Source: an optimization exercise on an open RTL-to-GDS flow (aim: small area, a short achievable clock period and few clock cycles). Production flows keep margins and buffers that such runs may drop.
The RTL was checked by simulation tests, not by an equivalence proof against the original design.

==> flow/design.v <==
package sst_pkg;
  localparam int unsigned StackDepth = 64;
  localparam int unsigned AddrW      = (StackDepth > 1) ? $clog2(StackDepth) : 1;
  localparam int unsigned FillW      = $clog2(StackDepth + 1);
  localparam int unsigned WordW      = 32;
  localparam int unsigned CountW     = 7;
  localparam int unsigned OpW        = 2;
  typedef logic signed [WordW-1:0] word_t;
  typedef logic [AddrW-1:0]        addr_t;
  typedef logic [FillW-1:0]        fill_t;
  typedef logic [CountW-1:0]       count_t;
  typedef enum logic [OpW-1:0] {
    OP_PUSH = 2'd0,
    OP_POP  = 2'd1,
    OP_SORT = 2'd2
  } op_e;
  typedef enum logic [2:0] {
    ST_IDLE,
    ST_POP_WAIT,
    ST_KEY_RD,
    ST_KEY_WAIT,
    ST_CMP,
    ST_INS,
    ST_FIN_RD,
    ST_FIN_WAIT
  } state_e;
  typedef struct packed {
    logic  we;
    addr_t waddr;
    word_t wdata;
    addr_t raddr;
  } mem_req_t;
  typedef struct packed {
    logic   valid;
    word_t  value;
    count_t count;
    logic   fault;
  } res_t;
endpackage
module sst_store (
  input  logic              clk_i,
  input  sst_pkg::mem_req_t req_i,
  output sst_pkg::word_t    rd_data_o
);
  sst_pkg::word_t mem_q [sst_pkg::StackDepth];
  sst_pkg::word_t rd_q;
  always_ff @(posedge clk_i) begin
    if (req_i.we) begin
      mem_q[req_i.waddr] <= req_i.wdata;
    end
    rd_q <= mem_q[req_i.raddr];
  end
  assign rd_data_o = rd_q;
endmodule
module sst_ctrl (
  input  logic              clk_i,
  input  logic              rst_ni,
  input  logic              in_valid_i,
  input  logic [sst_pkg::OpW-1:0] in_op_i,
  input  sst_pkg::word_t    in_value_i,
  output logic              in_ready_o,
  input  logic              out_free_i,
  input  sst_pkg::word_t    rd_data_i,
  output sst_pkg::mem_req_t mem_req_o,
  output sst_pkg::res_t     res_o
);
  sst_pkg::state_e state_q, state_d;
  sst_pkg::fill_t  fill_q, fill_d;
  sst_pkg::fill_t  i_q, i_d;
  sst_pkg::addr_t  j_q, j_d;
  sst_pkg::word_t  key_q, key_d;
  logic   accept;
  logic   less;
  sst_pkg::fill_t  i_next;
  sst_pkg::fill_t  fill_dec;
  assign in_ready_o = (state_q == sst_pkg::ST_IDLE) && out_free_i;
  assign accept     = in_valid_i && in_ready_o;
  assign less       = rd_data_i < key_q;
  assign i_next     = i_q + sst_pkg::fill_t'(1);
  assign fill_dec   = fill_q - sst_pkg::fill_t'(1);
  always_ff @(posedge clk_i or negedge rst_ni) begin
    if (!rst_ni) begin
      state_q <= sst_pkg::ST_IDLE;
      fill_q  <= '0;
    end else begin
      state_q <= state_d;
      fill_q  <= fill_d;
    end
  end
  always_ff @(posedge clk_i) begin
    i_q   <= i_d;
    j_q   <= j_d;
    key_q <= key_d;
  end
  always_comb begin
    state_d         = state_q;
    fill_d          = fill_q;
    i_d             = i_q;
    j_d             = j_q;
    key_d           = key_q;
    mem_req_o.we    = 1'b0;
    mem_req_o.waddr = fill_q[sst_pkg::AddrW-1:0];
    mem_req_o.wdata = in_value_i;
    mem_req_o.raddr = fill_dec[sst_pkg::AddrW-1:0];
    res_o.valid     = 1'b0;
    res_o.value     = '0;
    res_o.count     = sst_pkg::count_t'(fill_q);
    res_o.fault     = 1'b0;
    unique case (state_q)
      sst_pkg::ST_IDLE: begin
        if (accept) begin
          unique case (in_op_i)
            sst_pkg::OP_PUSH: begin
              res_o.valid = 1'b1;
              res_o.value = in_value_i;
              if (fill_q == sst_pkg::fill_t'(sst_pkg::StackDepth)) begin
                res_o.fault = 1'b1;
              end else begin
                mem_req_o.we = 1'b1;
                fill_d       = fill_q + sst_pkg::fill_t'(1);
                res_o.count  = sst_pkg::count_t'(fill_d);
              end
            end
            sst_pkg::OP_POP: begin
              if (fill_q == '0) begin
                res_o.valid = 1'b1;
                res_o.fault = 1'b1;
              end else begin
                fill_d  = fill_dec;
                state_d = sst_pkg::ST_POP_WAIT;
              end
            end
            sst_pkg::OP_SORT: begin
              if (fill_q == '0) begin
                res_o.valid = 1'b1;
              end else begin
                i_d     = sst_pkg::fill_t'(1);
                state_d = (sst_pkg::fill_t'(1) < fill_q) ? sst_pkg::ST_KEY_RD : sst_pkg::ST_FIN_RD;
              end
            end
            default: begin
              res_o.valid = 1'b1;
            end
          endcase
        end
      end
      sst_pkg::ST_POP_WAIT: begin
        mem_req_o.raddr = fill_q[sst_pkg::AddrW-1:0];
        if (out_free_i) begin
          res_o.valid = 1'b1;
          res_o.value = rd_data_i;
          state_d     = sst_pkg::ST_IDLE;
        end
      end
      sst_pkg::ST_KEY_RD: begin
        mem_req_o.raddr = i_q[sst_pkg::AddrW-1:0];
        state_d         = sst_pkg::ST_KEY_WAIT;
      end
      sst_pkg::ST_KEY_WAIT: begin
        key_d           = rd_data_i;
        j_d             = i_q[sst_pkg::AddrW-1:0];
        mem_req_o.raddr = i_q[sst_pkg::AddrW-1:0] - sst_pkg::addr_t'(1);
        state_d         = sst_pkg::ST_CMP;
      end
      sst_pkg::ST_CMP: begin
        mem_req_o.we    = 1'b1;
        mem_req_o.waddr = j_q;
        if (less) begin
          mem_req_o.wdata = rd_data_i;
          j_d             = j_q - sst_pkg::addr_t'(1);
          mem_req_o.raddr = j_q - sst_pkg::addr_t'(2);
          if (j_q == sst_pkg::addr_t'(1)) begin
            state_d = sst_pkg::ST_INS;
          end
        end else begin
          mem_req_o.wdata = key_q;
          i_d             = i_next;
          state_d         = (i_next < fill_q) ? sst_pkg::ST_KEY_RD : sst_pkg::ST_FIN_RD;
        end
      end
      sst_pkg::ST_INS: begin
        mem_req_o.we    = 1'b1;
        mem_req_o.waddr = j_q;
        mem_req_o.wdata = key_q;
        i_d             = i_next;
        state_d         = (i_next < fill_q) ? sst_pkg::ST_KEY_RD : sst_pkg::ST_FIN_RD;
      end
      sst_pkg::ST_FIN_RD: begin
        state_d = sst_pkg::ST_FIN_WAIT;
      end
      sst_pkg::ST_FIN_WAIT: begin
        if (out_free_i) begin
          res_o.valid = 1'b1;
          res_o.value = rd_data_i;
          state_d     = sst_pkg::ST_IDLE;
        end
      end
      default: begin
        state_d = sst_pkg::ST_IDLE;
      end
    endcase
  end
endmodule
module sortable_stack (
  input  logic                             clk_i,
  input  logic                             rst_ni,
  input  logic                             in_valid_i,
  output logic                             in_ready_o,
  input  logic [sst_pkg::OpW-1:0]          in_opcode_i,
  input  logic signed [sst_pkg::WordW-1:0] in_value_i,
  output logic                             out_valid_o,
  input  logic                             out_ready_i,
  output logic signed [sst_pkg::WordW-1:0] out_value_o,
  output logic [sst_pkg::CountW-1:0]       out_count_o,
  output logic                             out_fault_o
);
  sst_pkg::mem_req_t mem_req;
  sst_pkg::word_t    rd_data;
  sst_pkg::res_t     res;
  logic     out_free;
  logic     out_valid_q;
  sst_pkg::word_t    out_value_q;
  sst_pkg::count_t   out_count_q;
  logic     out_fault_q;
  assign out_free = !out_valid_q || out_ready_i;
  sst_ctrl u_ctrl (
    .clk_i      (clk_i),
    .rst_ni     (rst_ni),
    .in_valid_i (in_valid_i),
    .in_op_i    (in_opcode_i),
    .in_value_i (in_value_i),
    .in_ready_o (in_ready_o),
    .out_free_i (out_free),
    .rd_data_i  (rd_data),
    .mem_req_o  (mem_req),
    .res_o      (res)
  );
  sst_store u_store (
    .clk_i     (clk_i),
    .req_i     (mem_req),
    .rd_data_o (rd_data)
  );
  always_ff @(posedge clk_i or negedge rst_ni) begin
    if (!rst_ni) begin
      out_valid_q <= 1'b0;
    end else if (out_free) begin
      out_valid_q <= res.valid;
    end
  end
  always_ff @(posedge clk_i) begin
    if (out_free && res.valid) begin
      out_value_q <= res.value;
      out_count_q <= res.count;
      out_fault_q <= res.fault;
    end
  end
  assign out_valid_o = out_valid_q;
  assign out_value_o = out_value_q;
  assign out_count_o = out_count_q;
  assign out_fault_o = out_fault_q;
endmodule
==> flow/run.sh <==
#!/bin/bash
# synth_recipe.tcl (not shown) runs the flow's synth.tcl, then flattens the netlist and writes it again
# the make line also repeats each setting of config.mk as NAME=value (left out here)
make -C /OpenROAD-flow-scripts/flow DESIGN_CONFIG=/design/flow/config.mk WORK_HOME=/design/flow/orfs CLKGATE_MAP_FILE= SYNTH_SCRIPT=/design/flow/synth_recipe.tcl finish
==> flow/config.mk <==
export PLATFORM = sky130hd
export DESIGN_NAME = sortable_stack
export DESIGN_NICKNAME = sortable_stack
export VERILOG_FILES = /design/flow/design.v
export SDC_FILE = /design/flow/constraint.sdc
export NUM_CORES = 4
export LEC_CHECK = 0
export CAP_MARGIN = 20
export CORE_MARGIN = 2
export CORE_UTILIZATION = 40
export SLEW_MARGIN = 20
==> flow/constraint.sdc <==
create_clock -name core_clock -period 7.0 [get_ports {clk_i}]
set_input_delay 1.4000 -clock core_clock [delete_from_list [all_inputs] [get_ports {clk_i}]]
set_output_delay 1.4000 -clock core_clock [all_outputs]
set_load 0.01 [all_outputs]
==> results.txt <==
==> through the flow <==
step	hold slack, ps	util, %	setup slack, ps	cells
after global routing	532	46.2	1130	9381
after detailed placement	491	43.1	1370	8983
after global placement	480	43.1	688	8981
after CTS	506	46.2	1370	9379
after floorplan	454	-	2460	6045
final	513	46.2	1210	9383
==> cell type report <==
type,count,share of cell area (%)
inverter,112,0.428
sequential,2176,63.9
tap,2958,3.64
antenna,2,0.00493
multi-input combinational,3389,21.6
clock buffer,283,5.69
timing repair buffer,350,3.59
clock inverter,113,1.13
==> per-layer routing <==
metal | wire length, um | vias up | track usage (%) | share of wire [%]
li1 | - | 23300 | - | -
met1 | 113000 | 28100 | 34.2 | 42
met2 | 123000 | 3089 | 36.4 | 45
met3 | 27200 | 476 | 4.39 | 10
met4 | 8920 | 6 | 7.63 | 3.3
met5 | 49 | - | 0 | 0.018
==> cell usage after synthesis, drive strengths merged, types with 8 or more instances <==
cell type | number | area [um^2]
buf | 252 | 1380
nand2 | 1189 | 4460
inv | 112 | 420
a32oi | 30 | 263
and4 | 15 | 131
a222oi | 31 | 310
nand3 | 495 | 2480
mux2i | 589 | 5900
edfxtp | 2133 | 64100
o22ai | 18 | 113
a21o | 10 | 75.1
and3 | 93 | 582
nor2b | 8 | 50.1
dfxtp | 32 | 641
and2 | 10 | 62.6
a31oi | 27 | 169
nand2b | 14 | 87.6
dfrtp | 11 | 275
ha | 49 | 613
clkbuf | 116 | 435
nand4b | 13 | 114
nor4 | 11 | 105
a22oi | 20 | 155
a22o | 42 | 368
o2111a | 11 | 124
o2111ai | 50 | 438
o21ai | 55 | 275
a311oi | 47 | 429
nor2 | 122 | 463
xnor2 | 20 | 175
a21oi | 89 | 445
o211ai | 67 | 508
mux2 | 93 | 1050
nand4 | 47 | 309
nor3 | 21 | 105
a221oi | 11 | 103
==> worst reg2reg max path, delay by kind of cell, from the launching register on <==
kind	cells	cell delay [ps]
AOI/OAI and AO/OA	4	1250
adders and majority gates	1	370
buffers and inverters	1	380
DFF	1	740
and+or+nand+nor	6	2860
==> sequential cells by signal (all words and copies together) (netlist names) <==
signal          cells
out_count_q         7
u_ctrl.state_q      3
u_ctrl.key_q       32
u_store.mem_q    2048
u_ctrl.j_q          6
out_valid_q         1
out_fault_q         1
u_ctrl.i_q          7
u_store.rd_q       32
out_value_q        32
u_ctrl.fill_q       7
==> cell families (layout without fill, tap and decap cells) <==
| kind of cell | after synthesis | in the layout |
|---|---|---|
| AO/OA/AOI/OAI | 576 | 576 |
| XOR/XNOR | 26 | 26 |
| adder cells (fa/ha/maj) | 49 | 49 |
| buffers and inverters | 480 | 858 |
| flip-flops | 2176 | 2176 |
| multiplexers | 686 | 686 |
| other | 0 | 2 |
| AND/OR/NAND/NOR | 2052 | 2052 |
==> worst min path at each step <==
stage	start	to	slack [ps]	cells after the start
after CTS	u_store.rd_q[23]	u_ctrl.key_q[23]	510	0
after global placement	u_store.rd_q[23]	u_ctrl.key_q[23]	480	0
after global routing	u_store.rd_q[23]	u_ctrl.key_q[23]	530	0
after floorplan	u_store.rd_q[0]	u_ctrl.key_q[0]	450	0
after detailed placement	u_store.rd_q[23]	u_ctrl.key_q[23]	490	0
final	u_store.rd_q[23]	u_ctrl.key_q[23]	510	0
==> impl_metrics.env <==
export IMPL_status="finished clean"
export IMPL_cp_depth=12
export IMPL_grt_pass1_vias=51300
export IMPL_track_usage_pct=23.8
export IMPL_syn_num_nets=6132
export IMPL_fin_tns_setup_ps=0
export IMPL_drive_gt1_share_pct=12.7
export IMPL_cts_root_buf="clkbuf_16"
export IMPL_syn_area_per_cell_um2=14.6
export IMPL_min_period_ps=5790
export IMPL_grt_max_degree=126
export IMPL_dieArea_um2=225000
export IMPL_design_area_um2=102000
export IMPL_synth_compound_area_share_pct=4.96
export IMPL_synth_edf_count=2133
export IMPL_dieHeight_um=474
export IMPL_final_cell_mix="2133 x edfxtp_1, 1189 x nand2_1, 589 x mux2i_1"
export IMPL_cts_reportedPaths_clkPinSlew_ps=60
export IMPL_rows=172
export IMPL_wl_per_cell_um=29.0
export IMPL_fin_skew_ps=41.6
export IMPL_cts_tree="yes"
export IMPL_async_flop_share_pct=0.506
export IMPL_post_cts_setup_buffers=0
export IMPL_path_delay_family="simple AND/OR/NAND/NOR gates"
export IMPL_synth_seq_cells=2176
export IMPL_pin_count=80
export IMPL_r2r_setup_slack_ps=1210
export IMPL_dr_pass1_iters=6
export IMPL_synth_ff_type="edfxtp_1"
export IMPL_r2r_cells=12
export IMPL_rr_endpoint="u_store.rd_q[29]"
export IMPL_cp_cell_sequence="ha_1 -> nand4_1 -> nor2_1 -> a221oi_2 -> a21boi_1 -> nor4_1 -> a311o_1 -> nand3_1 -> nor2_2 -> buf_4 -> a31oi_1 -> nand4b_1"
export IMPL_htree_levels=4
export IMPL_crit_end="u_store.rd_q[29]"
export IMPL_synth_area_mux_share_pct=7.95
export IMPL_clk_insertion_delay_late_ps=870
export IMPL_setup_viol=0
export IMPL_drc=0
export IMPL_globalplace_congestion=0.891
export IMPL_yosysWarnings=3
export IMPL_yosys_area_share_adder_pct=0.693
export IMPL_grt_antenna_before_repair=10
export IMPL_final_common_cell="edfxtp_1"
export IMPL_synth_cell_types=84
export IMPL_rsz0062_at_grt="no"
export IMPL_die_w_um=474
export IMPL_syn_to_final_growth_pct=14.8
export IMPL_max_clock_freq_mhz=173
export IMPL_critPathMaxFanout=16
export IMPL_clock_path_buffers=3
export IMPL_path_buf_inv=1
export IMPL_grt_pass1_wl_um=385000
export IMPL_critPathKind="register to register"
export IMPL_synthXorXnorAreaFrac_pct=0.257
export IMPL_synth_cells=6045
export IMPL_syn_area_um2=88500
export IMPL_placed_area_um2=94700
export IMPL_synthSimpleGateAreaFrac_pct=10.2
export IMPL_cts_repair_resized=0
export IMPL_fp_coreArea_um2=220000
export IMPL_tightest_slew_ps=1200
export IMPL_drv_slew=0
export IMPL_ys_seq_area_share_pct=73.4
export IMPL_fin_nets=6327
export IMPL_cts_sinks=2176
export IMPL_cap_violations=0
export IMPL_slew_headroom_pct=19.2
export IMPL_cp_startpoint="u_store.rd_q[25]"
export IMPL_max_stage_delay_ps=870
export IMPL_report_final_hold_viol_count=0
export IMPL_io_buffers=79
export IMPL_overflow=0
export IMPL_rr_startpoint="u_store.rd_q[25]"
export IMPL_vias=55000
export IMPL_multi_input_area_um2=21900
export IMPL_drt_iter0_drc=7917
export IMPL_cts_buffers=211
export IMPL_worst_setup_path_end_kind="register"
export IMPL_critPathRequiredTime_ps=7680
export IMPL_ant_nets=0
export IMPL_worst_endpoint_arrival_ps=6480
export IMPL_synth_top_family_by_area="simple AND/OR/NAND/NOR gates"
export IMPL_worst_path_max_delay_cell="nand3_1"
export IMPL_dp_hpwl_um=164000
export IMPL_fillCellCount=19000
export IMPL_min_period_over_period_pct=82.8
export IMPL_start_util_pct=40.3
export IMPL_hold_class="register to register"
export IMPL_cp_start_kind="register"
export IMPL_seq_area_um2=65000
export IMPL_finalWirelength_um=272000
export IMPL_holdBufCountCts=0
export IMPL_vias_per_cell=5.86
Testbench counts, summed over its fixed seeds: cycles 32,420.

## what the ideal ports hide
The flow's constraints put no driver on any port. The routed layout listed below was extracted and timed again, unchanged, in two steps. Step 1, drivers: a clkbuf_16 drives clk_i and a buf_2 each remaining input, both assumed. Step 2 times the ports against the registers' clock, not the clock port: input delays grow and output delays shrink by t, the midpoint of the rising clock arrivals with the driver on. a / b / c = ideal / step 1 / step 2; a / b = the first two.
t (ns): 0.949
slack for setup (ns): 1.205 / 1.205 / 1.205
worst hold slack (ns): 0.513 / 0.513 / 0.513
clock arrival spread, ns: 0.042 / 0.042
cell pins on the clock port's net: 1
After both steps this run still meets setup and hold. For this run, drivers alone change the setup slack by 0.000 ns; drivers and shift together by 0.000 ns.
